Source: an optimization exercise on an open RTL-to-GDS flow (aim: small area, a short achievable clock period and few clock cycles per item). Production flows keep margins and buffers that such runs may drop. In this exercise RTL edits were held to simulation tests only and were not proved equivalent to the original. Power figures rest on the tool's default switching activity, not on a simulated workload.

==> flow/design.v (outline; a module is shown in full before it is edited, if it fits) <==
// module dmme_fa: 10 lines
// module dmme_ha: 9 lines
// module dmme_iha: 9 lines
// module dmme_top: 1610 lines
module dmme_top (
    input  logic  clk_in,
    input  logic  rst,
    input  logic  req,
    output logic  ack,
    input  dmme_data_pkg::elem_t a00,
    input  dmme_data_pkg::elem_t a01,
    input  dmme_data_pkg::elem_t a10,
    input  dmme_data_pkg::elem_t a11,
    input  dmme_data_pkg::elem_t b00,
    input  dmme_data_pkg::elem_t b01,
    input  dmme_data_pkg::elem_t b10,
    input  dmme_data_pkg::elem_t b11,
    output dmme_data_pkg::acc_t  c00,
    output dmme_data_pkg::acc_t  c01,
    output dmme_data_pkg::acc_t  c10,
    output dmme_data_pkg::acc_t  c11
);
  // ...
==> flow/flow/run.sh <==
#!/bin/bash
# The standard layout (standard.sh), with two changes to how it is made:
#  - the resizer may swap a cell for one of another footprint
#    (MATCH_CELL_FOOTPRINT=0; the platform default keeps same-footprint swaps)
#  - the ports are buffered with plain buffers (buf_2) instead of the delay
#    cells buffer_ports picks by default
# If the routed layout then has an antenna violation, the layout is made
# again with the default port buffers.
set -u
try() {
  local tag=$1; shift
  rm -rf orfs out/final.def
  bash standard.sh "$@" finish > "standard_$tag.log" 2>&1
  [ -f out/final.def ] || return 1
  printf 'read_db orfs/results/sky130hd/dmme_top/base/6_final.odb\ncheck_antennas\n' > "ant_$tag.tcl"
  openroad -no_init -exit "ant_$tag.tcl" > "ant_$tag.log" 2>&1
  ! grep -q "Found [1-9][0-9]* net violations" "ant_$tag.log"
}
try buf MATCH_CELL_FOOTPRINT=0 "BUFFER_PORTS_ARGS=-buffer_cell sky130_fd_sc_hd__buf_2" ||
  try std MATCH_CELL_FOOTPRINT=0
==> flow/standard.sh <==
#!/bin/bash
# synth_recipe.tcl (not shown) runs the flow's synth.tcl, then flattens the netlist and writes it again
# the make line also repeats each setting of config.mk as NAME=value (left out here)
make -C /OpenROAD-flow-scripts/flow DESIGN_CONFIG=/design/flow/config.mk WORK_HOME=/design/flow/orfs CLKGATE_MAP_FILE= SYNTH_SCRIPT=/design/flow/synth_recipe.tcl "${@:-finish}"
==> flow/config.mk <==
export PLATFORM = sky130hd
export DESIGN_NAME = dmme_top
export DESIGN_NICKNAME = dmme_top
export VERILOG_FILES = /design/flow/design.v
export SDC_FILE = /design/flow/constraint.sdc
export NUM_CORES = 4
export LEC_CHECK = 0
export CAP_MARGIN = 20
export CORE_MARGIN = 2
export CORE_UTILIZATION = 40
export PLACE_DENSITY = 0.6
export SETUP_SLACK_MARGIN = 2.8
export SLEW_MARGIN = 20
export SYNTH_HIERARCHICAL = 1
export SYNTH_MINIMUM_KEEP_SIZE = 0
==> flow/constraint.sdc <==
create_clock -name core_clock -period 7.0 [get_ports {clk_in}]
set_input_delay 1.4000 -clock core_clock [delete_from_list [all_inputs] [get_ports {clk_in}]]
set_output_delay 1.4000 -clock core_clock [all_outputs]
set_load 0.01 [all_outputs]
==> reports/results.txt, run 1 <==
synth top area cells = fa_1 (49%), dfxtp_1 (15%), nand2_1 (12%), ha_1 (6.0%), inv_1 (4.6%)
Final nets = 2255
vias = 11700
routed wl met3 = 2800 um
# diodes = 2
CP startpoint kind = flop
Inserted Clock Buffers = 17
NetSw = 3.88 mW
pin count of the biggest net entering global routing = 17
Commonest cells post-synth = nand2_1 (533), fa_1 (408), inv_1 (204)
metal1 wirelength = 15900 um
GRT busiest layer = met2
Seq/total area = 0.144
Flop pwr share = 0.153
sequential area share after synthesis = 0.156
Clk pin slew, worst setup/hold paths = 0.06 ns
Overall Power = 8.13 mW
finished layout cell area = 18000 um^2
largest family of logic cells by synthesized area = adder cells
Die Wd = 208 um
CP Cell Sequence = fa_1 -> ha_2 -> and3_1 -> a221oi_4 -> nand2_1 -> o41ai_2 -> buf_2
gpl congestion = 0.827
Fill cells = 3983
met3 usage in global routing = 0.0445
CP endpoint kind = output port
Synth-to-Final Area Change = 8.23%
internal power = 4.25 mW
result of the run = complete, no violations
power per cell area = 453 nW/um^2
Well Taps = 532
count leader, synth = nand2_1
Ports = 140
Testbench counts, summed over its fixed seeds: cycles 3,200, jobs 1,600.
==> inputs of run 2 (changes only) <==
--- a/flow/design.v
+++ b/flow/design.v
@@ -33,14 +33,19 @@
     assign s  = a ^ b;
     assign co = a & b;
 endmodule
-module dmme_iha (
+module dmme_xnor (
     input  logic a,
     input  logic b,
-    output logic s,
-    output logic co
+    output logic y
 );
-    assign s  = ~(a ^ b);
-    assign co = a | b;
+    assign y = ~(a ^ b);
+endmodule
+module dmme_or (
+    input  logic a,
+    input  logic b,
+    output logic y
+);
+    assign y = a | b;
 endmodule
 `timescale 1ns/1ps
 module dmme_top (
@@ -69,7 +74,8 @@
         end
     end
     wire t00_n1, t00_n2;
-    dmme_iha u_t00_n1 (.a(~(a00[0] & b00[6])), .b(~(a00[1] & b00[5])), .s(t00_n1), .co(t00_n2));
+    dmme_xnor u_t00_n1 (.a(~(a00[0] & b00[6])), .b(~(a00[1] & b00[5])), .y(t00_n1));
+    dmme_or u_t00_n2 (.a(~(a00[0] & b00[6])), .b(~(a00[1] & b00[5])), .y(t00_n2));
     wire t00_n3, t00_n4;
     dmme_fa u_t00_n3 (.a(~(a00[0] & b00[7])), .b(~(a00[1] & b00[6])), .c(~(a00[2] & b00[5])), .s(t00_n3), .co(t00_n4));
     wire t00_n5, t00_n6;
@@ -77,11 +83,14 @@
     wire t00_n7, t00_n8;
     dmme_fa u_t00_n7 (.a(~(a00[1] & b00[7])), .b(~(a00[2] & b00[6])), .c(~(a00[3] & b00[5])), .s(t00_n7), .co(t00_n8));
     wire t00_n9, t00_n10;
-    dmme_iha u_t00_n9 (.a(~(a00[4] & b00[4])), .b(~(a00[5] & b00[3])), .s(t00_n9), .co(t00_n10));
+    dmme_xnor u_t00_n9 (.a(~(a00[4] & b00[4])), .b(~(a00[5] & b00[3])), .y(t00_n9));
+    dmme_or u_t00_n10 (.a(~(a00[4] & b00[4])), .b(~(a00[5] & b00[3])), .y(t00_n10));
     wire t00_n11, t00_n12;
-    dmme_iha u_t00_n11 (.a(~(a00[2] & b00[7])), .b(~(a00[3] & b00[6])), .s(t00_n11), .co(t00_n12));
+    dmme_xnor u_t00_n11 (.a(~(a00[2] & b00[7])), .b(~(a00[3] & b00[6])), .y(t00_n11));
+    dmme_or u_t00_n12 (.a(~(a00[2] & b00[7])), .b(~(a00[3] & b00[6])), .y(t00_n12));
     wire t00_n13, t00_n14;
-    dmme_iha u_t00_n13 (.a(~(a00[0] & b00[4])), .b(~(a00[1] & b00[3])), .s(t00_n13), .co(t00_n14));
+    dmme_xnor u_t00_n13 (.a(~(a00[0] & b00[4])), .b(~(a00[1] & b00[3])), .y(t00_n13));
+    dmme_or u_t00_n14 (.a(~(a00[0] & b00[4])), .b(~(a00[1] & b00[3])), .y(t00_n14));
     wire t00_n15, t00_n16;
     dmme_fa u_t00_n15 (.a(~(a00[0] & b00[5])), .b(~(a00[1] & b00[4])), .c(~(a00[2] & b00[3])), .s(t00_n15), .co(t00_n16));
     wire t00_n17, t00_n18;
@@ -99,7 +108,8 @@
     wire t00_n29, t00_n30;
     dmme_fa u_t00_n29 (.a(~(a01[4] & b10[3])), .b(~(a01[5] & b10[2])), .c(~(a01[6] & b10[1])), .s(t00_n29), .co(t00_n30));
     wire t00_n31, t00_n32;
-    dmme_iha u_t00_n31 (.a(~(a01[7] & b10[0])), .b(t00_n2), .s(t00_n31), .co(t00_n32));
+    dmme_xnor u_t00_n31 (.a(~(a01[7] & b10[0])), .b(t00_n2), .y(t00_n31));
+    dmme_or u_t00_n32 (.a(~(a01[7] & b10[0])), .b(t00_n2), .y(t00_n32));
     wire t00_n33, t00_n34;
     dmme_fa u_t00_n33 (.a(~(a00[6] & b00[2])), .b(~(a00[7] & b00[1])), .c(~(a01[1] & b10[7])), .s(t00_n33), .co(t00_n34));
     wire t00_n35, t00_n36;
@@ -135,7 +145,8 @@
     wire t00_n65, t00_n66;
     dmme_fa u_t00_n65 (.a(~(a01[3] & b10[2])), .b(~(a01[4] & b10[1])), .c(~(a01[5] & b10[0])), .s(t00_n65), .co(t00_n66));
     wire t00_n67, t00_n68;
-    dmme_iha u_t00_n67 (.a(t00_n14), .b(t00_n15), .s(t00_n67), .co(t00_n68));
+    dmme_xnor u_t00_n67 (.a(t00_n14), .b(t00_n15), .y(t00_n67));
+    dmme_or u_t00_n68 (.a(t00_n14), .b(t00_n15), .y(t00_n68));
     wire t00_n69, t00_n70;
     dmme_fa u_t00_n69 (.a(~(a01[4] & b10[2])), .b(~(a01[5] & b10[1])), .c(~(a01[6] & b10[0])), .s(t00_n69), .co(t00_n70));
     wire t00_n71, t00_n72;
@@ -181,7 +192,8 @@
     wire t00_n111, t00_n112;
     dmme_fa u_t00_n111 (.a(~(a00[3] & b00[0])), .b(~(a01[0] & b10[3])), .c(~(a01[1] & b10[2])), .s(t00_n111), .co(t00_n112));
     wire t00_n113, t00_n114;
-    dmme_iha u_t00_n113 (.a(~(a01[2] & b10[1])), .b(~(a01[3] & b10[0])), .s(t00_n113), .co(t00_n114));
+    dmme_xnor u_t00_n113 (.a(~(a01[2] & b10[1])), .b(~(a01[3] & b10[0])), .y(t00_n113));
+    dmme_or u_t00_n114 (.a(~(a01[2] & b10[1])), .b(~(a01[3] & b10[0])), .y(t00_n114));
     wire t00_n115, t00_n116;
     dmme_fa u_t00_n115 (.a(~(a01[3] & b10[1])), .b(~(a01[4] & b10[0])), .c(t00_n13), .s(t00_n115), .co(t00_n116));
     wire t00_n117, t00_n118;
@@ -223,7 +235,8 @@
     wire t00_n153, t00_n154;
     dmme_fa u_t00_n153 (.a(~(a01[7] & b10[6])), .b(t00_n106), .c(t00_n108), .s(t00_n153), .co(t00_n154));
     wire t00_n155, t00_n156;
-    dmme_iha u_t00_n155 (.a(~(a00[0] & b00[1])), .b(~(a00[1] & b00[0])), .s(t00_n155), .co(t00_n156));
+    dmme_xnor u_t00_n155 (.a(~(a00[0] & b00[1])), .b(~(a00[1] & b00[0])), .y(t00_n155));
+    dmme_or u_t00_n156 (.a(~(a00[0] & b00[1])), .b(~(a00[1] & b00[0])), .y(t00_n156));
     wire t00_n157, t00_n158;
     dmme_fa u_t00_n157 (.a(~(a01[0] & b10[2])), .b(~(a01[1] & b10[1])), .c(~(a01[2] & b10[0])), .s(t00_n157), .co(t00_n158));
     wire t00_n159, t00_n160;
@@ -251,7 +264,8 @@
     wire t00_n181, t00_n182;
     dmme_fa u_t00_n181 (.a(~(a00[7] & b00[7])), .b(~(a01[7] & b10[7])), .c(t00_n152), .s(t00_n181), .co(t00_n182));
     wire t00_n183, t00_n184;
-    dmme_iha u_t00_n183 (.a(~(a01[0] & b10[1])), .b(~(a01[1] & b10[0])), .s(t00_n183), .co(t00_n184));
+    dmme_xnor u_t00_n183 (.a(~(a01[0] & b10[1])), .b(~(a01[1] & b10[0])), .y(t00_n183));
+    dmme_or u_t00_n184 (.a(~(a01[0] & b10[1])), .b(~(a01[1] & b10[0])), .y(t00_n184));
     wire t00_n185, t00_n186;
     dmme_fa u_t00_n185 (.a(t00_n156), .b(t00_n157), .c(t00_n109), .s(t00_n185), .co(t00_n186));
     wire t00_n187, t00_n188;
@@ -271,7 +285,8 @@
     wire t00_n209, t00_n210;
     dmme_fa u_t00_n209 (.a(t00_n154), .b(t00_n181), .c(t00_n180), .s(t00_n209), .co(t00_n210));
     wire t00_r0s, t00_r0c;
-    dmme_iha u_t00_r0s (.a(~(a00[0] & b00[0])), .b(~(a01[0] & b10[0])), .s(t00_r0s), .co(t00_r0c));
+    dmme_xnor u_t00_r0s (.a(~(a00[0] & b00[0])), .b(~(a01[0] & b10[0])), .y(t00_r0s));
+    dmme_or u_t00_r0c (.a(~(a00[0] & b00[0])), .b(~(a01[0] & b10[0])), .y(t00_r0c));
     wire t00_r1s, t00_r1c;
     dmme_fa u_t00_r1s (.a(t00_n183), .b(t00_n155), .c(t00_r0c), .s(t00_r1s), .co(t00_r1c));
     wire t00_r2s, t00_r2c;
@@ -465,7 +480,8 @@
     assign t00_hi[11] = ~(t00_hi_p0[11] ^ t00_hi_g4[10]);
     assign c00 = {1'b0, t00_hi[11], t00_hi[10], t00_hi[9], t00_hi[8], t00_hi[7], t00_hi[6], t00_hi[5], t00_hi[4], t00_hi[3], t00_hi[2], t00_hi[1], t00_hi[0], t00_lo4_q, t00_lo3_q, t00_lo2_q, t00_lo1_q, t00_lo0_q};
     wire t01_n1, t01_n2;
-    dmme_iha u_t01_n1 (.a(~(a00[0] & b01[6])), .b(~(a00[1] & b01[5])), .s(t01_n1), .co(t01_n2));
+    dmme_xnor u_t01_n1 (.a(~(a00[0] & b01[6])), .b(~(a00[1] & b01[5])), .y(t01_n1));
+    dmme_or u_t01_n2 (.a(~(a00[0] & b01[6])), .b(~(a00[1] & b01[5])), .y(t01_n2));
     wire t01_n3, t01_n4;
     dmme_fa u_t01_n3 (.a(~(a00[0] & b01[7])), .b(~(a00[1] & b01[6])), .c(~(a00[2] & b01[5])), .s(t01_n3), .co(t01_n4));
     wire t01_n5, t01_n6;
@@ -473,11 +489,14 @@
     wire t01_n7, t01_n8;
     dmme_fa u_t01_n7 (.a(~(a00[1] & b01[7])), .b(~(a00[2] & b01[6])), .c(~(a00[3] & b01[5])), .s(t01_n7), .co(t01_n8));
     wire t01_n9, t01_n10;
-    dmme_iha u_t01_n9 (.a(~(a00[4] & b01[4])), .b(~(a00[5] & b01[3])), .s(t01_n9), .co(t01_n10));
+    dmme_xnor u_t01_n9 (.a(~(a00[4] & b01[4])), .b(~(a00[5] & b01[3])), .y(t01_n9));
+    dmme_or u_t01_n10 (.a(~(a00[4] & b01[4])), .b(~(a00[5] & b01[3])), .y(t01_n10));
     wire t01_n11, t01_n12;
-    dmme_iha u_t01_n11 (.a(~(a00[2] & b01[7])), .b(~(a00[3] & b01[6])), .s(t01_n11), .co(t01_n12));
+    dmme_xnor u_t01_n11 (.a(~(a00[2] & b01[7])), .b(~(a00[3] & b01[6])), .y(t01_n11));
+    dmme_or u_t01_n12 (.a(~(a00[2] & b01[7])), .b(~(a00[3] & b01[6])), .y(t01_n12));
     wire t01_n13, t01_n14;
-    dmme_iha u_t01_n13 (.a(~(a00[0] & b01[4])), .b(~(a00[1] & b01[3])), .s(t01_n13), .co(t01_n14));
+    dmme_xnor u_t01_n13 (.a(~(a00[0] & b01[4])), .b(~(a00[1] & b01[3])), .y(t01_n13));
+    dmme_or u_t01_n14 (.a(~(a00[0] & b01[4])), .b(~(a00[1] & b01[3])), .y(t01_n14));
     wire t01_n15, t01_n16;
     dmme_fa u_t01_n15 (.a(~(a00[0] & b01[5])), .b(~(a00[1] & b01[4])), .c(~(a00[2] & b01[3])), .s(t01_n15), .co(t01_n16));
     wire t01_n17, t01_n18;
@@ -495,7 +514,8 @@
     wire t01_n29, t01_n30;
     dmme_fa u_t01_n29 (.a(~(a01[4] & b11[3])), .b(~(a01[5] & b11[2])), .c(~(a01[6] & b11[1])), .s(t01_n29), .co(t01_n30));
     wire t01_n31, t01_n32;
-    dmme_iha u_t01_n31 (.a(~(a01[7] & b11[0])), .b(t01_n2), .s(t01_n31), .co(t01_n32));
+    dmme_xnor u_t01_n31 (.a(~(a01[7] & b11[0])), .b(t01_n2), .y(t01_n31));
+    dmme_or u_t01_n32 (.a(~(a01[7] & b11[0])), .b(t01_n2), .y(t01_n32));
     wire t01_n33, t01_n34;
     dmme_fa u_t01_n33 (.a(~(a00[6] & b01[2])), .b(~(a00[7] & b01[1])), .c(~(a01[1] & b11[7])), .s(t01_n33), .co(t01_n34));
     wire t01_n35, t01_n36;
@@ -531,7 +551,8 @@
     wire t01_n65, t01_n66;
     dmme_fa u_t01_n65 (.a(~(a01[3] & b11[2])), .b(~(a01[4] & b11[1])), .c(~(a01[5] & b11[0])), .s(t01_n65), .co(t01_n66));
     wire t01_n67, t01_n68;
-    dmme_iha u_t01_n67 (.a(t01_n14), .b(t01_n15), .s(t01_n67), .co(t01_n68));
+    dmme_xnor u_t01_n67 (.a(t01_n14), .b(t01_n15), .y(t01_n67));
+    dmme_or u_t01_n68 (.a(t01_n14), .b(t01_n15), .y(t01_n68));
     wire t01_n69, t01_n70;
     dmme_fa u_t01_n69 (.a(~(a01[4] & b11[2])), .b(~(a01[5] & b11[1])), .c(~(a01[6] & b11[0])), .s(t01_n69), .co(t01_n70));
     wire t01_n71, t01_n72;
@@ -577,7 +598,8 @@
     wire t01_n111, t01_n112;
     dmme_fa u_t01_n111 (.a(~(a00[3] & b01[0])), .b(~(a01[0] & b11[3])), .c(~(a01[1] & b11[2])), .s(t01_n111), .co(t01_n112));
     wire t01_n113, t01_n114;
-    dmme_iha u_t01_n113 (.a(~(a01[2] & b11[1])), .b(~(a01[3] & b11[0])), .s(t01_n113), .co(t01_n114));
+    dmme_xnor u_t01_n113 (.a(~(a01[2] & b11[1])), .b(~(a01[3] & b11[0])), .y(t01_n113));
+    dmme_or u_t01_n114 (.a(~(a01[2] & b11[1])), .b(~(a01[3] & b11[0])), .y(t01_n114));
     wire t01_n115, t01_n116;
     dmme_fa u_t01_n115 (.a(~(a01[3] & b11[1])), .b(~(a01[4] & b11[0])), .c(t01_n13), .s(t01_n115), .co(t01_n116));
     wire t01_n117, t01_n118;
@@ -619,7 +641,8 @@
     wire t01_n153, t01_n154;
     dmme_fa u_t01_n153 (.a(~(a01[7] & b11[6])), .b(t01_n106), .c(t01_n108), .s(t01_n153), .co(t01_n154));
     wire t01_n155, t01_n156;
-    dmme_iha u_t01_n155 (.a(~(a00[0] & b01[1])), .b(~(a00[1] & b01[0])), .s(t01_n155), .co(t01_n156));
+    dmme_xnor u_t01_n155 (.a(~(a00[0] & b01[1])), .b(~(a00[1] & b01[0])), .y(t01_n155));
+    dmme_or u_t01_n156 (.a(~(a00[0] & b01[1])), .b(~(a00[1] & b01[0])), .y(t01_n156));
     wire t01_n157, t01_n158;
     dmme_fa u_t01_n157 (.a(~(a01[0] & b11[2])), .b(~(a01[1] & b11[1])), .c(~(a01[2] & b11[0])), .s(t01_n157), .co(t01_n158));
     wire t01_n159, t01_n160;
@@ -647,7 +670,8 @@
     wire t01_n181, t01_n182;
     dmme_fa u_t01_n181 (.a(~(a00[7] & b01[7])), .b(~(a01[7] & b11[7])), .c(t01_n152), .s(t01_n181), .co(t01_n182));
     wire t01_n183, t01_n184;
-    dmme_iha u_t01_n183 (.a(~(a01[0] & b11[1])), .b(~(a01[1] & b11[0])), .s(t01_n183), .co(t01_n184));
+    dmme_xnor u_t01_n183 (.a(~(a01[0] & b11[1])), .b(~(a01[1] & b11[0])), .y(t01_n183));
+    dmme_or u_t01_n184 (.a(~(a01[0] & b11[1])), .b(~(a01[1] & b11[0])), .y(t01_n184));
     wire t01_n185, t01_n186;
     dmme_fa u_t01_n185 (.a(t01_n156), .b(t01_n157), .c(t01_n109), .s(t01_n185), .co(t01_n186));
     wire t01_n187, t01_n188;
@@ -667,7 +691,8 @@
     wire t01_n209, t01_n210;
     dmme_fa u_t01_n209 (.a(t01_n154), .b(t01_n181), .c(t01_n180), .s(t01_n209), .co(t01_n210));
     wire t01_r0s, t01_r0c;
-    dmme_iha u_t01_r0s (.a(~(a00[0] & b01[0])), .b(~(a01[0] & b11[0])), .s(t01_r0s), .co(t01_r0c));
+    dmme_xnor u_t01_r0s (.a(~(a00[0] & b01[0])), .b(~(a01[0] & b11[0])), .y(t01_r0s));
+    dmme_or u_t01_r0c (.a(~(a00[0] & b01[0])), .b(~(a01[0] & b11[0])), .y(t01_r0c));
     wire t01_r1s, t01_r1c;
     dmme_fa u_t01_r1s (.a(t01_n183), .b(t01_n155), .c(t01_r0c), .s(t01_r1s), .co(t01_r1c));
     wire t01_r2s, t01_r2c;
@@ -861,7 +886,8 @@
     assign t01_hi[11] = ~(t01_hi_p0[11] ^ t01_hi_g4[10]);
     assign c01 = {1'b0, t01_hi[11], t01_hi[10], t01_hi[9], t01_hi[8], t01_hi[7], t01_hi[6], t01_hi[5], t01_hi[4], t01_hi[3], t01_hi[2], t01_hi[1], t01_hi[0], t01_lo4_q, t01_lo3_q, t01_lo2_q, t01_lo1_q, t01_lo0_q};
     wire t10_n1, t10_n2;
-    dmme_iha u_t10_n1 (.a(~(a10[0] & b00[6])), .b(~(a10[1] & b00[5])), .s(t10_n1), .co(t10_n2));
+    dmme_xnor u_t10_n1 (.a(~(a10[0] & b00[6])), .b(~(a10[1] & b00[5])), .y(t10_n1));
+    dmme_or u_t10_n2 (.a(~(a10[0] & b00[6])), .b(~(a10[1] & b00[5])), .y(t10_n2));
     wire t10_n3, t10_n4;
     dmme_fa u_t10_n3 (.a(~(a10[0] & b00[7])), .b(~(a10[1] & b00[6])), .c(~(a10[2] & b00[5])), .s(t10_n3), .co(t10_n4));
     wire t10_n5, t10_n6;
@@ -869,11 +895,14 @@
     wire t10_n7, t10_n8;
     dmme_fa u_t10_n7 (.a(~(a10[1] & b00[7])), .b(~(a10[2] & b00[6])), .c(~(a10[3] & b00[5])), .s(t10_n7), .co(t10_n8));
     wire t10_n9, t10_n10;
-    dmme_iha u_t10_n9 (.a(~(a10[4] & b00[4])), .b(~(a10[5] & b00[3])), .s(t10_n9), .co(t10_n10));
+    dmme_xnor u_t10_n9 (.a(~(a10[4] & b00[4])), .b(~(a10[5] & b00[3])), .y(t10_n9));
+    dmme_or u_t10_n10 (.a(~(a10[4] & b00[4])), .b(~(a10[5] & b00[3])), .y(t10_n10));
     wire t10_n11, t10_n12;
-    dmme_iha u_t10_n11 (.a(~(a10[2] & b00[7])), .b(~(a10[3] & b00[6])), .s(t10_n11), .co(t10_n12));
+    dmme_xnor u_t10_n11 (.a(~(a10[2] & b00[7])), .b(~(a10[3] & b00[6])), .y(t10_n11));
+    dmme_or u_t10_n12 (.a(~(a10[2] & b00[7])), .b(~(a10[3] & b00[6])), .y(t10_n12));
     wire t10_n13, t10_n14;
-    dmme_iha u_t10_n13 (.a(~(a10[0] & b00[4])), .b(~(a10[1] & b00[3])), .s(t10_n13), .co(t10_n14));
+    dmme_xnor u_t10_n13 (.a(~(a10[0] & b00[4])), .b(~(a10[1] & b00[3])), .y(t10_n13));
+    dmme_or u_t10_n14 (.a(~(a10[0] & b00[4])), .b(~(a10[1] & b00[3])), .y(t10_n14));
     wire t10_n15, t10_n16;
     dmme_fa u_t10_n15 (.a(~(a10[0] & b00[5])), .b(~(a10[1] & b00[4])), .c(~(a10[2] & b00[3])), .s(t10_n15), .co(t10_n16));
     wire t10_n17, t10_n18;
@@ -891,7 +920,8 @@
     wire t10_n29, t10_n30;
     dmme_fa u_t10_n29 (.a(~(a11[4] & b10[3])), .b(~(a11[5] & b10[2])), .c(~(a11[6] & b10[1])), .s(t10_n29), .co(t10_n30));
     wire t10_n31, t10_n32;
-    dmme_iha u_t10_n31 (.a(~(a11[7] & b10[0])), .b(t10_n2), .s(t10_n31), .co(t10_n32));
+    dmme_xnor u_t10_n31 (.a(~(a11[7] & b10[0])), .b(t10_n2), .y(t10_n31));
+    dmme_or u_t10_n32 (.a(~(a11[7] & b10[0])), .b(t10_n2), .y(t10_n32));
     wire t10_n33, t10_n34;
     dmme_fa u_t10_n33 (.a(~(a10[6] & b00[2])), .b(~(a10[7] & b00[1])), .c(~(a11[1] & b10[7])), .s(t10_n33), .co(t10_n34));
     wire t10_n35, t10_n36;
@@ -927,7 +957,8 @@
     wire t10_n65, t10_n66;
     dmme_fa u_t10_n65 (.a(~(a11[3] & b10[2])), .b(~(a11[4] & b10[1])), .c(~(a11[5] & b10[0])), .s(t10_n65), .co(t10_n66));
     wire t10_n67, t10_n68;
-    dmme_iha u_t10_n67 (.a(t10_n14), .b(t10_n15), .s(t10_n67), .co(t10_n68));
+    dmme_xnor u_t10_n67 (.a(t10_n14), .b(t10_n15), .y(t10_n67));
+    dmme_or u_t10_n68 (.a(t10_n14), .b(t10_n15), .y(t10_n68));
     wire t10_n69, t10_n70;
     dmme_fa u_t10_n69 (.a(~(a11[4] & b10[2])), .b(~(a11[5] & b10[1])), .c(~(a11[6] & b10[0])), .s(t10_n69), .co(t10_n70));
     wire t10_n71, t10_n72;
@@ -973,7 +1004,8 @@
     wire t10_n111, t10_n112;
     dmme_fa u_t10_n111 (.a(~(a10[3] & b00[0])), .b(~(a11[0] & b10[3])), .c(~(a11[1] & b10[2])), .s(t10_n111), .co(t10_n112));
     wire t10_n113, t10_n114;
-    dmme_iha u_t10_n113 (.a(~(a11[2] & b10[1])), .b(~(a11[3] & b10[0])), .s(t10_n113), .co(t10_n114));
+    dmme_xnor u_t10_n113 (.a(~(a11[2] & b10[1])), .b(~(a11[3] & b10[0])), .y(t10_n113));
+    dmme_or u_t10_n114 (.a(~(a11[2] & b10[1])), .b(~(a11[3] & b10[0])), .y(t10_n114));
     wire t10_n115, t10_n116;
     dmme_fa u_t10_n115 (.a(~(a11[3] & b10[1])), .b(~(a11[4] & b10[0])), .c(t10_n13), .s(t10_n115), .co(t10_n116));
     wire t10_n117, t10_n118;
@@ -1015,7 +1047,8 @@
     wire t10_n153, t10_n154;
     dmme_fa u_t10_n153 (.a(~(a11[7] & b10[6])), .b(t10_n106), .c(t10_n108), .s(t10_n153), .co(t10_n154));
     wire t10_n155, t10_n156;
-    dmme_iha u_t10_n155 (.a(~(a10[0] & b00[1])), .b(~(a10[1] & b00[0])), .s(t10_n155), .co(t10_n156));
+    dmme_xnor u_t10_n155 (.a(~(a10[0] & b00[1])), .b(~(a10[1] & b00[0])), .y(t10_n155));
+    dmme_or u_t10_n156 (.a(~(a10[0] & b00[1])), .b(~(a10[1] & b00[0])), .y(t10_n156));
     wire t10_n157, t10_n158;
     dmme_fa u_t10_n157 (.a(~(a11[0] & b10[2])), .b(~(a11[1] & b10[1])), .c(~(a11[2] & b10[0])), .s(t10_n157), .co(t10_n158));
     wire t10_n159, t10_n160;
@@ -1043,7 +1076,8 @@
     wire t10_n181, t10_n182;
     dmme_fa u_t10_n181 (.a(~(a10[7] & b00[7])), .b(~(a11[7] & b10[7])), .c(t10_n152), .s(t10_n181), .co(t10_n182));
     wire t10_n183, t10_n184;
-    dmme_iha u_t10_n183 (.a(~(a11[0] & b10[1])), .b(~(a11[1] & b10[0])), .s(t10_n183), .co(t10_n184));
+    dmme_xnor u_t10_n183 (.a(~(a11[0] & b10[1])), .b(~(a11[1] & b10[0])), .y(t10_n183));
+    dmme_or u_t10_n184 (.a(~(a11[0] & b10[1])), .b(~(a11[1] & b10[0])), .y(t10_n184));
     wire t10_n185, t10_n186;
     dmme_fa u_t10_n185 (.a(t10_n156), .b(t10_n157), .c(t10_n109), .s(t10_n185), .co(t10_n186));
     wire t10_n187, t10_n188;
@@ -1063,7 +1097,8 @@
     wire t10_n209, t10_n210;
     dmme_fa u_t10_n209 (.a(t10_n154), .b(t10_n181), .c(t10_n180), .s(t10_n209), .co(t10_n210));
     wire t10_r0s, t10_r0c;
-    dmme_iha u_t10_r0s (.a(~(a10[0] & b00[0])), .b(~(a11[0] & b10[0])), .s(t10_r0s), .co(t10_r0c));
+    dmme_xnor u_t10_r0s (.a(~(a10[0] & b00[0])), .b(~(a11[0] & b10[0])), .y(t10_r0s));
+    dmme_or u_t10_r0c (.a(~(a10[0] & b00[0])), .b(~(a11[0] & b10[0])), .y(t10_r0c));
     wire t10_r1s, t10_r1c;
     dmme_fa u_t10_r1s (.a(t10_n183), .b(t10_n155), .c(t10_r0c), .s(t10_r1s), .co(t10_r1c));
     wire t10_r2s, t10_r2c;
@@ -1257,7 +1292,8 @@
     assign t10_hi[11] = ~(t10_hi_p0[11] ^ t10_hi_g4[10]);
     assign c10 = {1'b0, t10_hi[11], t10_hi[10], t10_hi[9], t10_hi[8], t10_hi[7], t10_hi[6], t10_hi[5], t10_hi[4], t10_hi[3], t10_hi[2], t10_hi[1], t10_hi[0], t10_lo4_q, t10_lo3_q, t10_lo2_q, t10_lo1_q, t10_lo0_q};
     wire t11_n1, t11_n2;
-    dmme_iha u_t11_n1 (.a(~(a10[0] & b01[6])), .b(~(a10[1] & b01[5])), .s(t11_n1), .co(t11_n2));
+    dmme_xnor u_t11_n1 (.a(~(a10[0] & b01[6])), .b(~(a10[1] & b01[5])), .y(t11_n1));
+    dmme_or u_t11_n2 (.a(~(a10[0] & b01[6])), .b(~(a10[1] & b01[5])), .y(t11_n2));
     wire t11_n3, t11_n4;
     dmme_fa u_t11_n3 (.a(~(a10[0] & b01[7])), .b(~(a10[1] & b01[6])), .c(~(a10[2] & b01[5])), .s(t11_n3), .co(t11_n4));
     wire t11_n5, t11_n6;
@@ -1265,11 +1301,14 @@
     wire t11_n7, t11_n8;
     dmme_fa u_t11_n7 (.a(~(a10[1] & b01[7])), .b(~(a10[2] & b01[6])), .c(~(a10[3] & b01[5])), .s(t11_n7), .co(t11_n8));
     wire t11_n9, t11_n10;
-    dmme_iha u_t11_n9 (.a(~(a10[4] & b01[4])), .b(~(a10[5] & b01[3])), .s(t11_n9), .co(t11_n10));
+    dmme_xnor u_t11_n9 (.a(~(a10[4] & b01[4])), .b(~(a10[5] & b01[3])), .y(t11_n9));
+    dmme_or u_t11_n10 (.a(~(a10[4] & b01[4])), .b(~(a10[5] & b01[3])), .y(t11_n10));
     wire t11_n11, t11_n12;
-    dmme_iha u_t11_n11 (.a(~(a10[2] & b01[7])), .b(~(a10[3] & b01[6])), .s(t11_n11), .co(t11_n12));
+    dmme_xnor u_t11_n11 (.a(~(a10[2] & b01[7])), .b(~(a10[3] & b01[6])), .y(t11_n11));
+    dmme_or u_t11_n12 (.a(~(a10[2] & b01[7])), .b(~(a10[3] & b01[6])), .y(t11_n12));
     wire t11_n13, t11_n14;
-    dmme_iha u_t11_n13 (.a(~(a10[0] & b01[4])), .b(~(a10[1] & b01[3])), .s(t11_n13), .co(t11_n14));
+    dmme_xnor u_t11_n13 (.a(~(a10[0] & b01[4])), .b(~(a10[1] & b01[3])), .y(t11_n13));
+    dmme_or u_t11_n14 (.a(~(a10[0] & b01[4])), .b(~(a10[1] & b01[3])), .y(t11_n14));
     wire t11_n15, t11_n16;
     dmme_fa u_t11_n15 (.a(~(a10[0] & b01[5])), .b(~(a10[1] & b01[4])), .c(~(a10[2] & b01[3])), .s(t11_n15), .co(t11_n16));
     wire t11_n17, t11_n18;
@@ -1287,7 +1326,8 @@
     wire t11_n29, t11_n30;
     dmme_fa u_t11_n29 (.a(~(a11[4] & b11[3])), .b(~(a11[5] & b11[2])), .c(~(a11[6] & b11[1])), .s(t11_n29), .co(t11_n30));
     wire t11_n31, t11_n32;
-    dmme_iha u_t11_n31 (.a(~(a11[7] & b11[0])), .b(t11_n2), .s(t11_n31), .co(t11_n32));
+    dmme_xnor u_t11_n31 (.a(~(a11[7] & b11[0])), .b(t11_n2), .y(t11_n31));
+    dmme_or u_t11_n32 (.a(~(a11[7] & b11[0])), .b(t11_n2), .y(t11_n32));
     wire t11_n33, t11_n34;
     dmme_fa u_t11_n33 (.a(~(a10[6] & b01[2])), .b(~(a10[7] & b01[1])), .c(~(a11[1] & b11[7])), .s(t11_n33), .co(t11_n34));
     wire t11_n35, t11_n36;
@@ -1323,7 +1363,8 @@
     wire t11_n65, t11_n66;
     dmme_fa u_t11_n65 (.a(~(a11[3] & b11[2])), .b(~(a11[4] & b11[1])), .c(~(a11[5] & b11[0])), .s(t11_n65), .co(t11_n66));
     wire t11_n67, t11_n68;
-    dmme_iha u_t11_n67 (.a(t11_n14), .b(t11_n15), .s(t11_n67), .co(t11_n68));
+    dmme_xnor u_t11_n67 (.a(t11_n14), .b(t11_n15), .y(t11_n67));
+    dmme_or u_t11_n68 (.a(t11_n14), .b(t11_n15), .y(t11_n68));
     wire t11_n69, t11_n70;
     dmme_fa u_t11_n69 (.a(~(a11[4] & b11[2])), .b(~(a11[5] & b11[1])), .c(~(a11[6] & b11[0])), .s(t11_n69), .co(t11_n70));
     wire t11_n71, t11_n72;
@@ -1369,7 +1410,8 @@
     wire t11_n111, t11_n112;
     dmme_fa u_t11_n111 (.a(~(a10[3] & b01[0])), .b(~(a11[0] & b11[3])), .c(~(a11[1] & b11[2])), .s(t11_n111), .co(t11_n112));
     wire t11_n113, t11_n114;
-    dmme_iha u_t11_n113 (.a(~(a11[2] & b11[1])), .b(~(a11[3] & b11[0])), .s(t11_n113), .co(t11_n114));
+    dmme_xnor u_t11_n113 (.a(~(a11[2] & b11[1])), .b(~(a11[3] & b11[0])), .y(t11_n113));
+    dmme_or u_t11_n114 (.a(~(a11[2] & b11[1])), .b(~(a11[3] & b11[0])), .y(t11_n114));
     wire t11_n115, t11_n116;
     dmme_fa u_t11_n115 (.a(~(a11[3] & b11[1])), .b(~(a11[4] & b11[0])), .c(t11_n13), .s(t11_n115), .co(t11_n116));
     wire t11_n117, t11_n118;
@@ -1411,7 +1453,8 @@
     wire t11_n153, t11_n154;
     dmme_fa u_t11_n153 (.a(~(a11[7] & b11[6])), .b(t11_n106), .c(t11_n108), .s(t11_n153), .co(t11_n154));
     wire t11_n155, t11_n156;
-    dmme_iha u_t11_n155 (.a(~(a10[0] & b01[1])), .b(~(a10[1] & b01[0])), .s(t11_n155), .co(t11_n156));
+    dmme_xnor u_t11_n155 (.a(~(a10[0] & b01[1])), .b(~(a10[1] & b01[0])), .y(t11_n155));
+    dmme_or u_t11_n156 (.a(~(a10[0] & b01[1])), .b(~(a10[1] & b01[0])), .y(t11_n156));
     wire t11_n157, t11_n158;
     dmme_fa u_t11_n157 (.a(~(a11[0] & b11[2])), .b(~(a11[1] & b11[1])), .c(~(a11[2] & b11[0])), .s(t11_n157), .co(t11_n158));
     wire t11_n159, t11_n160;
@@ -1439,7 +1482,8 @@
     wire t11_n181, t11_n182;
     dmme_fa u_t11_n181 (.a(~(a10[7] & b01[7])), .b(~(a11[7] & b11[7])), .c(t11_n152), .s(t11_n181), .co(t11_n182));
     wire t11_n183, t11_n184;
-    dmme_iha u_t11_n183 (.a(~(a11[0] & b11[1])), .b(~(a11[1] & b11[0])), .s(t11_n183), .co(t11_n184));
+    dmme_xnor u_t11_n183 (.a(~(a11[0] & b11[1])), .b(~(a11[1] & b11[0])), .y(t11_n183));
+    dmme_or u_t11_n184 (.a(~(a11[0] & b11[1])), .b(~(a11[1] & b11[0])), .y(t11_n184));
     wire t11_n185, t11_n186;
     dmme_fa u_t11_n185 (.a(t11_n156), .b(t11_n157), .c(t11_n109), .s(t11_n185), .co(t11_n186));
     wire t11_n187, t11_n188;
@@ -1459,7 +1503,8 @@
     wire t11_n209, t11_n210;
     dmme_fa u_t11_n209 (.a(t11_n154), .b(t11_n181), .c(t11_n180), .s(t11_n209), .co(t11_n210));
     wire t11_r0s, t11_r0c;
-    dmme_iha u_t11_r0s (.a(~(a10[0] & b01[0])), .b(~(a11[0] & b11[0])), .s(t11_r0s), .co(t11_r0c));
+    dmme_xnor u_t11_r0s (.a(~(a10[0] & b01[0])), .b(~(a11[0] & b11[0])), .y(t11_r0s));
+    dmme_or u_t11_r0c (.a(~(a10[0] & b01[0])), .b(~(a11[0] & b11[0])), .y(t11_r0c));
     wire t11_r1s, t11_r1c;
     dmme_fa u_t11_r1s (.a(t11_n183), .b(t11_n155), .c(t11_r0c), .s(t11_r1s), .co(t11_r1c));
     wire t11_r2s, t11_r2c;
--- a/flow/config.mk
+++ b/flow/config.mk
@@ -9,7 +9,7 @@
 export CORE_MARGIN = 2
 export CORE_UTILIZATION = 40
 export PLACE_DENSITY = 0.6
-export SETUP_SLACK_MARGIN = 2.8
+export SETUP_SLACK_MARGIN = 3.0
 export SLEW_MARGIN = 20
 export SYNTH_HIERARCHICAL = 1
 export SYNTH_MINIMUM_KEEP_SIZE = 0
==> reports/results.txt, run 2 <==
warnings from Yosys = 7
vias per inst = 5.28
gpl congestion = 0.839 (+1.4%)
core area = 38800 um^2
Commonest cells post-synth = nand2_1 (529), fa_1 (408), clkbuf_1 (128), dfxtp_1 (128), xnor2_1 (56)
# H-tree levels = 4
Post-DP Area = 16700 um^2
# diodes = 0 (-2)
post-synthesis mux area share = 0.000634
Fill cells = 3583 (-10%)
Synth Area in Compound Gates = 0.0328
synth top area cells = fa_1 (52%), dfxtp_1 (16%), nand2_1 (13%), ha_1 (3.2%), xnor2_1 (3.1%)
Ports = 140 (unchanged)
synth unique cells = 45
final WL = 40600 um
Leak = 6.56 nW
Die Wd = 203 um (-2.4%)
antenna-violating nets left = 0
Avg Cell Area, Syn = 10.2 um^2
Max Cap Violations = 0
hold buffers post-CTS = 0
HPWL after DPL = 30700 um
vias in the first global route = 12600
count leader, synth = nand2_1
antenna violations before repair = 3
Max Root-Sink Buffers = 2
largest family of logic cells by synthesized area = adder cells
Clock Sink Count = 129
crit path kind = flop to output port
Final nets = 2088 (-7.4%)
Hold Crit Class = input pin to asynchronous set/reset pin
Synth-to-Final Area Change = 14.0%
WP data required = 5.60 ns
Synth Area in Adders = 0.549
fin crit share = 0.601
critical path arrival = 2.81 ns
post-synth top area share = 0.518
DRC = 0
finished layout cell area = 18000 um^2 (+0.17%)
RSZ-0062 raised after global routing = true
mapped cell area = 15800 um^2
GRT overflow = 0
Peak VDD IR = 0.304 mV
pin count of the biggest net entering global routing = 17 (unchanged)
Post-synth top flop = dfxtp_1
final hold vios = 0
Synth Register Bits = 129
number of DRC markers in iteration 0 = 732
fraction of registers with async set/reset = 0.00775
Synth area leader = fa_1
die area = 41100 um^2
sequential area share after synthesis = 0.164 (+0.00801)
WL/cell = 19.3 um
power per cell area = 476 nW/um^2 (+5.2%)
Slew Limit Fails = 0
Die Y = 203 um
Post-Synth Simple-Gate Area = 0.163
Root Driver = clkbuf_16
commonest non-fill, non-tap cell in the layout = nand2_1
Tot GR Track Use = 0.209
post-layout util = 0.463
maximum clock rate = 238 MHz
first-pass GRT wire length = 65800 um
XOR/XNOR Fraction of Synth Area = 0.0389
CP endpoint kind = output port
Initial Util = 0.406
DR pass1 iterations = 5
maximum fanout along the worst path = 3
number of enable flip-flop cells after synthesis = 0
port bufs = 135
setup_tns = 0 ns
layout cell share with drive strength beyond 1 = 0.221
Critical Path Source = t00_cy_q
row cnt = 72
Clk pin slew, worst setup/hold paths = 0.06 ns (about the same)
CTS tree = yes
Gate Count Post-Synth = 1550
most frequent cells in the layout = nand2_1 (477), fa_1 (347), dfxtp_1 (123)
Inserted Clock Buffers = 17 (unchanged)
min cycle time layout = 4.21 ns
result of the run = complete, no violations
vias = 11100 (-4.9%)
CP startpoint kind = flop
Final setup viols = 0
-- run 2: cell type report --
class,count,area (um^2),area share
multi-input combinational,1234,13000,0.724
sequential,129,2590,0.144
timing repair buffer,153,911,0.0506
tap,518,648,0.0360
clock buffer,20,467,0.0259
clock inverter,12,204,0.0113
inverter,38,143,0.00793
-- run 2: logic make-up (layout without fill, tap and decap cells) --
logic type                 count (synthesis)  after routing
DFF                                      129            129
other                                      1              4
and+or+nand+nor                          634            634
muxes                                      1              1
adders and majority gates                448            448
xor gates and xnor gates                  70             70
AOI/OAI and AO/OA                         77             77
buffers and inverters                    190            223
-- run 2: path summary, 6_finish.rpt --
check / to / slack (ns) / cells after the start
max: c00[15] / 2.79 / 8
min: ack / 0.73 / 1
max in group asynchronous: ack / 6.19 / 1
min in group core_clock: ack / 1.07 / 1
-- run 2: metal layers --
| layer | vias to the layer above | track usage | wire length, um |
|---|---|---|---|
| met3 | 64 | 0.0387 | 2720 |
| li1 | 4727 | - | - |
| met4 | 4 | 0.0772 | 1080 |
| met2 | 427 | 0.364 | 21000 |
| met5 | - | 0 | 27 |
| met1 | 5877 | 0.258 | 15700 |
-- run 2: repair_timing --
action / CTS / global route
endpoints found under the setup margin: 20 / 36
buffers inserted: 12 / 6
cloned: 0 / 0
gates resized for setup: 44 / 60
pin swaps: 33 / 29
-- run 2: where the power goes --
part	switching, mW	total, mW	internal, mW
clock network	0.359	1.02	0.661
registers	0.152	1.25	1.10
logic	3.35	6.30	2.95
total	3.86	8.56	4.70
-- run 2: stage by stage --
| stage | instances | hold slack [ns] | total power [mW] | setup WS [ns] |
|---|---|---|---|---|
| after floorplan | 1553 | 1.10 | 5.13 | 2.89 |
| after global placement | 2054 | 1.17 | 6.75 | 2.55 |
| after detailed placement | 2054 | 1.18 | 6.83 | 2.50 |
| after CTS | 2098 | 0.697 | 8.42 | 2.73 |
| after global routing | 2104 | 0.712 | 9.46 | 2.71 |
| final | 2104 | 0.725 | 8.56 | 2.79 |
-- run 2: critical path: stages, from the launching register on --
cell and delay [ns]:
dfxtp_2 0.32, fa_2 0.40, fa_2 0.38, a21oi_4 0.15, o21ai_2 0.09, or4_4 0.47
a2111oi_4 0.32, nor4_2 0.09, buf_2 0.14
-- run 2: Yosys stat by module, one instance, submodules excluded --
module | copies in the design | flip-flops and latches | cells inside
dmme_or | 40 | 0 | 1
dmme_fa | 400 | 0 | 1
dmme_top | 1 | 129 | 1070
dmme_xnor | 40 | 0 | 1
Testbench counts of run 2, summed over its fixed seeds: cycles 3,200, jobs 1,600.
==> inputs of run 3 (changes only) <==
--- a/flow/config.mk
+++ b/flow/config.mk
@@ -9,7 +9,7 @@
 export CORE_MARGIN = 2
 export CORE_UTILIZATION = 40
 export PLACE_DENSITY = 0.6
-export SETUP_SLACK_MARGIN = 3.0
+export SETUP_SLACK_MARGIN = 2.8
 export SLEW_MARGIN = 20
 export SYNTH_HIERARCHICAL = 1
 export SYNTH_MINIMUM_KEEP_SIZE = 0
==> reports/results.txt, run 3 <==
result of the run = complete, no violations
Post-DP Area = 16500 um^2 (-1.6%)
crit path kind = flop to output port
dpl cells = 2054 (unchanged)
finished layout cell area = 17400 um^2 (-3.5%)
Clock Sink Count = 129 (unchanged)
Inserted Clock Buffers = 17 (unchanged)
Initial Util = 0.406 (unchanged)
port bufs = 135 (unchanged)
GRT overflow = 0 (unchanged)
CTS tree = yes
sequential area share after synthesis = 0.164 (unchanged)
Synth Register Bits = 129 (unchanged)
Final nets = 2080 (-0.38%)
Max Root-Sink Buffers = 2 (unchanged)
synth unique cells = 45 (unchanged)
number of DRC markers in iteration 0 = 634 (-13%)
vias per inst = 5.24 (-0.71%)
WL/cell = 19.1 um (-1.0%)
WP data required = 5.60 ns (about the same)
first-pass GRT wire length = 63800 um (-3.0%)
Final setup viols = 0 (unchanged)
most frequent cells in the layout = nand2_1 (529), fa_1 (394), buf_2 (135)
Place WS = 2.52 ns (+0.0144 ns)
internal power = 4.33 mW (-7.9%)
fraction of registers with async set/reset = 0.00775 (unchanged)
CP endpoint kind = output port
post-synth top area share = 0.518 (unchanged)
post-layout util = 0.447 (-0.0163)
pin count of the biggest net entering global routing = 17 (unchanged)
Leak = 6.41 nW (-2.3%)
power per cell area = 462 nW/um^2 (-3.0%)
final WL = 40000 um (-1.4%)
antenna violations before repair = 2 (-1)
min cycle time layout = 4.23 ns (+0.0265 ns)
RSZ-0062 raised after global routing = true
Root Driver = clkbuf_16
NetSw = 3.69 mW (-4.5%)
Peak VDD IR = 0.479 mV (+58%)
commonest non-fill, non-tap cell in the layout = nand2_1
layout cell share with drive strength beyond 1 = 0.141 (-0.0794)
clock power share = 0.121 (+0.002)
Tot GR Track Use = 0.203 (-0.00591)
Die Y = 203 um (unchanged)
gpl congestion = 0.843 (+0.48%)
worst setup margin = 2.77 ns (-0.0265 ns)
count leader, synth = nand2_1
max layer used = met5
antenna-violating nets left = 0 (unchanged)
Hold Crit Class = input pin to asynchronous set/reset pin
Comb power frac = 0.723 (-0.012)
vias = 11000 (-1.0%)
warnings from Yosys = 7 (unchanged)
fin crit share = 0.605 (+0.00379)
hold buffers post-CTS = 0 (unchanged)
Synth-to-Final Area Change = 9.98%
Avg Cell Area, Syn = 10.2 um^2 (unchanged)
number of enable flip-flop cells after synthesis = 0 (unchanged)
HPWL after DPL = 30600 um (-0.14%)
maximum fanout along the worst path = 3 (unchanged)
Gate Count Post-Synth = 1550 (unchanged)
metal1 wirelength = 15300 um (-2.7%)
met2 WL = 21200 um (+1.1%)
die area = 41100 um^2 (unchanged)
Die Wd = 203 um (unchanged)
DRC = 0 (unchanged)
Post-synth top flop = dfxtp_1
final hold vios = 0 (unchanged)
Max Cap Violations = 0 (unchanged)
core area = 38800 um^2 (unchanged)
setup_tns = 0 ns (unchanged)
Flop pwr share = 0.155 (+0.009)
Clk pin slew, worst setup/hold paths = 0.06 ns (about the same)
routed wl met3 = 2550 um (-6.2%)
Slew Limit Fails = 0 (unchanged)
critical path arrival = 2.83 ns (+0.02 ns)
mapped cell area = 15800 um^2 (unchanged)
Ports = 140 (unchanged)
CP startpoint kind = flop
Commonest cells post-synth = nand2_1 (529), fa_1 (408), clkbuf_1 (128), dfxtp_1 (128), xnor2_1 (56)
vias in the first global route = 12200 (-2.9%)
DR pass1 iterations = 5 (unchanged)
synth top area cells = fa_1 (52%), dfxtp_1 (16%), nand2_1 (13%), ha_1 (3.2%), xnor2_1 (3.1%)
Net Sw Frac = 0.460 (+0.00896)
non-filler cells, final = 2097 (-0.33%)
Synth area leader = fa_1
row cnt = 72 (unchanged)
maximum clock rate = 236 MHz (-0.63%)
# H-tree levels = 4 (unchanged)
## run 3: cell counts after synthesis
Identical to the previous run, type by type.
## run 3: metal layers
metal	track usage	vias up
met5	0	-
met4	0.0592	2
met3	0.0379	56
met2	0.366	401
met1	0.247	5817
li1	-	4708
## run 3: timing repair
item | CTS | global route
resized for setup | 19 | 16
endpoints found under the setup margin | 10 | 16
pin swaps | 14 | 17
hold endpoints to repair | 0 | 0
buffers inserted | 6 | 4
## run 3: worst paths after layout
path	from	endpoint	slack (ns)	depth (start not counted)
max	t00_cy_q	c00[15]	2.77	8
min	rst	ack	0.72	1
max in group asynchronous	rst	ack	6.20	1
min in group core_clock	req	ack	1.07	1
## run 3: critical path, stage by stage (launching register included)
cell,delay [ns]
dfxtp_2,0.32
fa_2,0.40
fa_2,0.39
a21oi_4,0.18
o21ai_2,0.10
or4_4,0.46
a2111oi_4,0.31
nor4_1,0.09
buf_2,0.15
## run 3: logic make-up after synthesis
group / share of synthesized area
adders and majority gates: 0.549
and+or+nand+nor: 0.163
buffers and inverters: 0.0509
DFF: 0.164
muxes: 0.000634
other: 0.000238
AOI/OAI and AO/OA: 0.0328
xor gates and xnor gates: 0.0389
## run 3: Yosys stat by module, one instance, submodules excluded
module / flops+latches / cell area [um^2] / copies in the design
dmme_xnor: 0 / 8.76 / 40
dmme_or: 0 / 6.26 / 40
dmme_fa: 0 / 20.0 / 400
dmme_top: 129 / 7170 / 1
## run 3: through the flow
stage	power (mW)	hold slack, ns
5_1_grt	8.89	0.701
3_5_place_dp	6.80	1.18
4_1_cts	7.99	0.703
2_1_floorplan	5.06	1.10
3_3_place_gp	6.71	1.17
6_report	8.02	0.721
## run 3: power groups by stage
stage / clock (mW) / combinational [mW] / sequential, mW
after floorplan: 0 / 3.83 / 1.23
after CTS: 0.995 / 5.74 / 1.25
after detailed placement: 0 / 5.54 / 1.27
final: 0.973 / 5.80 / 1.25
after global routing: 1.03 / 6.58 / 1.29
after global placement: 0 / 5.45 / 1.26
## run 3: final cells by class
cell class,count,area [um^2]
sequential,129,2590
clock buffer,19,443
tap,518,648
timing repair buffer,145,751
multi-input combinational,1234,12600
clock inverter,13,185
fill,3678,21500
antenna,1,2.50
inverter,38,143
==> inputs of run 4 (changes only) <==
--- a/flow/config.mk
+++ b/flow/config.mk
@@ -8,6 +8,7 @@
 export CAP_MARGIN = 20
 export CORE_MARGIN = 2
 export CORE_UTILIZATION = 40
+export CTS_BUF_LIST = sky130_fd_sc_hd__clkbuf_4 sky130_fd_sc_hd__clkbuf_8
 export PLACE_DENSITY = 0.6
 export SETUP_SLACK_MARGIN = 2.8
 export SLEW_MARGIN = 20
==> reports/results.txt, run 4 <==
gpl congestion = 0.843 (unchanged)
maximum clock rate = 233 MHz (-1.1%)
Synth-to-Final Area Change = 9.01%
critical path arrival = 2.88 ns (+0.05 ns)
most used cell, CP = fa_2
post-synth top area share = 0.518 (unchanged)
area of the multi-input gates = 12600 um^2 (+0.22%)
Crit-path slowest cell = or4_4
mapped cell area = 15800 um^2 (unchanged)
hold buffers post-CTS = 0 (unchanged)
die area = 41100 um^2 (unchanged)
first-pass GRT wire length = 63800 um (about the same)
sequential area share after synthesis = 0.164 (unchanged)
setup_tns = 0 ns (unchanged)
Top delay family on crit path = adder cells
Synth Register Bits = 129 (unchanged)
NetSw = 3.69 mW (about the same)
maximum fanout along the worst path = 3 (unchanged)
warnings from Yosys = 7 (unchanged)
CP startpoint kind = flop
Ports = 140 (unchanged)
row cnt = 72 (unchanged)
layout cell share with drive strength beyond 1 = 0.145 (+0.00371)
WL/cell = 19.0 um (-0.18%)
CTS tree = yes
DRC = 0 (unchanged)
pin count of the biggest net entering global routing = 17 (unchanged)
Max Cap Violations = 0 (unchanged)
WP data required = 5.60 ns (about the same)
RSZ-0062 raised after global routing = true
Inserted Clock Buffers = 17 (unchanged)
fin crit share = 0.612 (+0.00697)
Final nets = 2081 (+0.048%)
final WL = 40000 um (-0.13%)
Leak = 6.33 nW (-1.2%)
Flop pwr share = 0.159 (+0.004)
Net Sw Frac = 0.469 (+0.00899)
number of DRC markers in iteration 0 = 612 (-3.5%)
crit path kind = flop to output port
vias in the first global route = 12200 (+0.37%)
Place WS = 2.52 ns (unchanged)
Die Wd = 203 um (unchanged)
Commonest cells post-synth = nand2_1 (529), fa_1 (408), clkbuf_1 (128), dfxtp_1 (128), xnor2_1 (56)
Synth area leader = fa_1
Max Root-Sink Buffers = 2 (unchanged)
worst setup margin = 2.72 ns (-0.0488 ns)
antenna violations before repair = 2 (unchanged)
Post-synth top flop = dfxtp_1
Bufs and invs on worst path = 1 (unchanged)
Initial Util = 0.406 (unchanged)
synth top area cells = fa_1 (52%), dfxtp_1 (16%), nand2_1 (13%), ha_1 (3.2%), xnor2_1 (3.1%)
Post-DP Area = 16500 um^2 (unchanged)
fraction of registers with async set/reset = 0.00775 (unchanged)
finished layout cell area = 17200 um^2 (-0.88%)
final hold vios = 0 (unchanged)
vias per inst = 5.23 (about the same)
power per cell area = 457 nW/um^2 (-1.0%)
Final setup viols = 0 (unchanged)
number of enable flip-flop cells after synthesis = 0 (unchanged)
most frequent cells in the layout = nand2_1 (529), fa_1 (393), buf_2 (135)
internal power = 4.18 mW (-3.5%)
clock power share = 0.094 (-0.027)
core area = 38800 um^2 (unchanged)
Hold Crit Class = input pin to asynchronous set/reset pin
Clock Sink Count = 129 (unchanged)
Gate Count Post-Synth = 1550 (unchanged)
Fill cells = 3695 (+0.46%)
Comb power frac = 0.747 (+0.024)
result of the run = complete, no violations
Tot GR Track Use = 0.202 (-0.000498)
GRT overflow = 0 (unchanged)
Max stage delay on crit path = 0.46 ns (about the same)
count leader, synth = nand2_1
Avg Cell Area, Syn = 10.2 um^2 (unchanged)
min cycle time layout = 4.28 ns (+0.0488 ns)
Die Y = 203 um (unchanged)
synth unique cells = 45 (unchanged)
Reg area = 2590 um^2 (unchanged)
vias = 11000 (-0.046%)
commonest non-fill, non-tap cell in the layout = nand2_1
HPWL after DPL = 30600 um (unchanged)
DR pass1 iterations = 7 (+2)
Slew Limit Fails = 0 (unchanged)
Clk pin slew, worst setup/hold paths = 0.09 ns (+0.03 ns)
CP Cell Sequence = fa_2 -> fa_2 -> a21oi_4 -> o21ai_2 -> or4_4 -> a2111oi_4 -> nor4_1 -> buf_2
Root Driver = clkbuf_8
Critical Path Source = t00_cy_q
CP endpoint kind = output port
# H-tree levels = 4 (unchanged)
port bufs = 135 (unchanged)
Peak VDD IR = 0.479 mV (about the same)
antenna-violating nets left = 0 (unchanged)
==> run 4: cell counts after synthesis <==
Identical to the previous run, type by type.
==> run 4: cell type report <==
cell class / count / area share
repair buffers: 146 / 0.0441
inverters: 38 / 0.00829
well taps: 518 / 0.0377
clock inverters: 13 / 0.0108
flip-flops and latches: 129 / 0.151
clock buffers: 19 / 0.0148
diodes: 1 / 0.000145
multi-input cells: 1234 / 0.734
==> run 4: power groups by stage <==
stage               sequential [mW]  combinational [mW]  clock (mW)
finish                         1.25                5.88       0.742
global route                   1.29                6.65       0.794
CTS                            1.25                5.84       0.765
detailed placement             1.27                5.54           0
global placement               1.26                5.45           0
floorplan                      1.23                3.83           0
==> run 4: per-module statistics from Yosys (local to each module, per instance) <==
module	times used	cell area [um^2]
dmme_or	40	6.26
dmme_xnor	40	8.76
dmme_top	1	7170
dmme_fa	400	20.0
==> run 4: worst paths after layout <==
check	end	slack [ns]	cells past startpoint
min in group core_clock	ack	1.03	1
worst max-delay path	c00[15]	2.72	8
max in group asynchronous	ack	6.24	1
worst min-delay path	ack	0.67	1
==> run 4: cell families after synthesis <==
kind of cell               after synthesis  share of synthesized area
buffers and inverters                  190                     0.0509
xor gates and xnor gates                70                     0.0389
adders and majority gates              448                      0.549
DFF                                    129                      0.164
and+or+nand+nor                        634                      0.163
muxes                                    1                   0.000634
AOI/OAI and AO/OA                       77                     0.0328
other                                    1                   0.000238
==> run 4: timing repair <==
action,4_1_cts,5_1_grt
resized for setup,23,16
setup buffers,7,4
pin swaps,17,16
endpoints found under the hold margin,0,0
setup endpoints to repair,15,16
==> run 4: metal layers <==
| metal | GRT usage | up-vias | wire [um] | share of wire |
|---|---|---|---|---|
| li1 | - | 4711 | - | - |
| met5 | 0 | - | 12 | 0.00030 |
| met1 | 0.246 | 5835 | 15400 | 0.39 |
| met2 | 0.366 | 383 | 21300 | 0.53 |
| met3 | 0.0392 | 48 | 2420 | 0.061 |
| met4 | 0.0553 | 2 | 784 | 0.020 |
==> run 4: per-stage QoR <==
stage | power [mW] | hold slack [ns] | instances | util
after floorplan | 5.06 | 1.10 | 1553 | -
after global placement | 6.71 | 1.17 | 2054 | 0.424
after detailed placement | 6.80 | 1.18 | 2054 | 0.424
after CTS | 7.86 | 0.644 | 2093 | 0.440
after global routing | 8.73 | 0.646 | 2097 | 0.443
final | 7.87 | 0.675 | 2098 | 0.443
==> inputs of run 5 (changes only) <==
==> flow/config.mk (replaced) <==
export PLATFORM = sky130hd
export DESIGN_NAME = dmme_top
export DESIGN_NICKNAME = dmme_top
export VERILOG_FILES = /design/flow/design.v
export SDC_FILE = /design/flow/constraint.sdc
export NUM_CORES = 4
export LEC_CHECK = 0
export CAP_MARGIN = 20
export CORE_MARGIN = 2
export CORE_UTILIZATION = 60
export PLACE_DENSITY = 0.75
export SETUP_SLACK_MARGIN = 2.9
export SLEW_MARGIN = 20
export SYNTH_HIERARCHICAL = 1
export SYNTH_MINIMUM_KEEP_SIZE = 0
==> reports/results.txt, run 5 <==
result of the run = complete, no violations
fraction of registers with async set/reset = 0.00775 (unchanged)
RSZ-0062 raised after global routing = true
Synth Register Bits = 129 (unchanged)
Fill cells = 1991 (-46%)
Top delay family on crit path = adder cells
Max Cap Violations = 0 (unchanged)
synth unique cells = 45 (unchanged)
warnings from Yosys = 7 (unchanged)
layout cell share with drive strength beyond 1 = 0.183 (+0.0381)
finished layout cell area = 17300 um^2 (+0.47%)
Clk pin slew, worst setup/hold paths = 0.06 ns (-0.03 ns)
CP startpoint kind = flop
# H-tree levels = 4 (unchanged)
Clock Sink Count = 129 (unchanged)
Post-DP Area = 16400 um^2 (-0.49%)
CP Cell Sequence = fa_2 -> fa_2 -> a21oi_2 -> o21ai_2 -> or4_4 -> a2111oi_4 -> nor4_1 -> buf_2
commonest non-fill, non-tap cell in the layout = nand2_1
Synth-to-Final Area Change = 9.52%
Final setup viols = 0 (unchanged)
number of DRC markers in iteration 0 = 939 (+53%)
most frequent cells in the layout = nand2_1 (502), fa_1 (361), buf_2 (130)
final WL = 38600 um (-3.4%)
Initial Util = 0.609 (+0.203)
pin count of the biggest net entering global routing = 17 (unchanged)
maximum fanout along the worst path = 3 (unchanged)
post-synth top area share = 0.518 (unchanged)
post-layout util = 0.667 (+0.224)
maximum clock rate = 240 MHz (+2.9%)
sequential area share after synthesis = 0.164 (unchanged)
Commonest cells post-synth = nand2_1 (529), fa_1 (408), clkbuf_1 (128), dfxtp_1 (128), xnor2_1 (56)
Max stage delay on crit path = 0.45 ns (about the same)
GRT overflow = 0 (unchanged)
min cycle time layout = 4.16 ns (-0.121 ns)
vias in the first global route = 12500 (+2.1%)
most used cell, CP = fa_2
vias = 11400 (+3.4%)
Overall Power = 7.92 mW (+0.74%)
WP data required = 5.60 ns (about the same)
gpl congestion = 0.872 (+3.4%)
worst setup margin = 2.84 ns (+0.121 ns)
Synth area leader = fa_1
CP endpoint kind = output port
critical path arrival = 2.76 ns (-0.12 ns)
power per cell area = 459 nW/um^2 (+0.27%)
Die Wd = 166 um (-18%)
WL/cell = 20.2 um (+5.9%)
mapped cell area = 15800 um^2 (unchanged)
die area = 27600 um^2 (-33%)
DRC = 0 (unchanged)
synth top area cells = fa_1 (52%), dfxtp_1 (16%), nand2_1 (13%), ha_1 (3.2%), xnor2_1 (3.1%)
Tot GR Track Use = 0.290 (+0.0879)
core area = 25900 um^2 (-33%)
antenna-violating nets left = 0 (unchanged)
Final nets = 2080 (-0.048%)
hold buffers post-CTS = 0 (unchanged)
port bufs = 135 (unchanged)
Max Root-Sink Buffers = 2 (unchanged)
Avg Cell Area, Syn = 10.2 um^2 (unchanged)
Hold Crit Class = input pin to asynchronous set/reset pin
row cnt = 59 (-18%)
Gate Count Post-Synth = 1550 (unchanged)
antenna violations before repair = 2 (unchanged)
Slew Limit Fails = 0 (unchanged)
Bufs and invs on worst path = 1 (unchanged)
first-pass GRT wire length = 62400 um (-2.1%)
DR pass1 iterations = 6 (-1)
Place WS = 2.54 ns (+0.0280 ns)
final hold vios = 0 (unchanged)
Die Y = 166 um (-18%)
Post-synth top flop = dfxtp_1
count leader, synth = nand2_1
Root Driver = clkbuf_16
Inserted Clock Buffers = 17 (unchanged)
crit path kind = flop to output port
vias per inst = 5.93 (+13%)
setup_tns = 0 ns (unchanged)
number of enable flip-flop cells after synthesis = 0 (unchanged)
CTS tree = yes
Peak VDD IR = 0.523 mV (+9.1%)
Ports = 140 (unchanged)
fin crit share = 0.595 (-0.0172)
Leak = 6.38 nW (+0.68%)
HPWL after DPL = 28000 um (-8.5%)
Crit-path slowest cell = or4_4
## run 5: cell counts after synthesis
Identical to the previous run, type by type.
## run 5: cell type report
class | count | area, um^2 | share of cell area
multi-input combinational | 1234 | 12800 | 0.739
timing repair buffer | 145 | 763 | 0.0442
sequential | 129 | 2590 | 0.150
antenna | 1 | 2.50 | 0.000145
clock buffer | 23 | 478 | 0.0277
tap | 335 | 419 | 0.0243
clock inverter | 9 | 108 | 0.00623
inverter | 38 | 143 | 0.00825
## run 5: path summary, 6_finish.rpt
path | start | to | slack, ns | cells past startpoint
max in group asynchronous | rst | ack | 6.19 | 1
min in group core_clock | req | ack | 1.07 | 1
setup / recovery | t00_n191_q | c00[15] | 2.84 | 8
hold / removal | rst | ack | 0.73 | 1
## run 5: through the flow
stage          hold slack, ns  std cells
2_1_floorplan            1.10       1553
3_3_place_gp             1.17       1871
3_5_place_dp             1.17       1871
4_1_cts                 0.718       1909
5_1_grt                 0.721       1914
6_report                0.728       1914
## run 5: logic make-up after synthesis
kind of cell               Yosys count  synth area share
buffers and inverters              190            0.0509
and+or+nand+nor                    634             0.163
other                                1          0.000238
DFF                                129             0.164
AOI/OAI and AO/OA                   77            0.0328
xor gates and xnor gates            70            0.0389
muxes                                1          0.000634
adders and majority gates          448             0.549
## run 5: report_power, final
group          switching [mW]  internal (mW)
sequential              0.154           1.10
clock                   0.354          0.551
combinational            3.09           2.68
total                    3.59           4.33
## run 5: Yosys stat by module (local to each module, per instance)
| module | cells | area, um^2 | flops+latches | times used |
|---|---|---|---|---|
| dmme_xnor | 1 | 8.76 | 0 | 40 |
| dmme_top | 1070 | 7170 | 129 | 1 |
| dmme_fa | 1 | 20.0 | 0 | 400 |
| dmme_or | 1 | 6.26 | 0 | 40 |
## run 5: timing repair
item / in CTS / in global routing
pin swaps: 18 / 16
resized for setup: 22 / 29
setup endpoints to repair: 12 / 21
setup buffers: 6 / 4
## run 5: routing by layer
metal  vias to the layer above  global-route usage  part of all wire
met2                       662               0.512              0.53
li1                       4711                   -                 -
met5                         -                   0           0.00034
met3                       139              0.0560             0.084
met4                         2               0.128             0.042
met1                      5837               0.348              0.35

## port drivers added, routing unchanged
The results above use ideal ports. As a check the final layouts listed here were re-extracted and re-timed, cells and wires unchanged. Step 1: set_driving_cell puts a clkbuf_16 on clk_in and a buf_2 on each other input, an assumption about the parent block. Step 2, shift: input delay + t, output delay - t, t = (earliest + latest rising clock arrival at the registers) / 2. This alone moves slack from input paths to output paths. a / b / c = ideal / step 1 / step 2; a / b = the first two.
run	t (ns)	setup WS [ns]	worst setup path after step 2	slew at the worst register clock pin (ns)
run 1	0.487	2.937 / 2.887 / 2.487	input to register	0.06 / 0.06
run 2	0.486	2.792 / 2.741 / 2.544	input to register	0.07 / 0.07
run 3	0.489	2.766 / 2.715 / 2.504	input to register	0.07 / 0.07
run 4	0.524	2.717 / 2.670 / 2.469	input to register	0.09 / 0.09
run 5	0.474	2.837 / 2.791 / 2.481	input to register	0.06 / 0.06
After both steps every run listed still meets setup and hold. For run 1, which loses most, drivers alone change the setup slack by -0.050 ns; drivers and shift together by -0.450 ns.
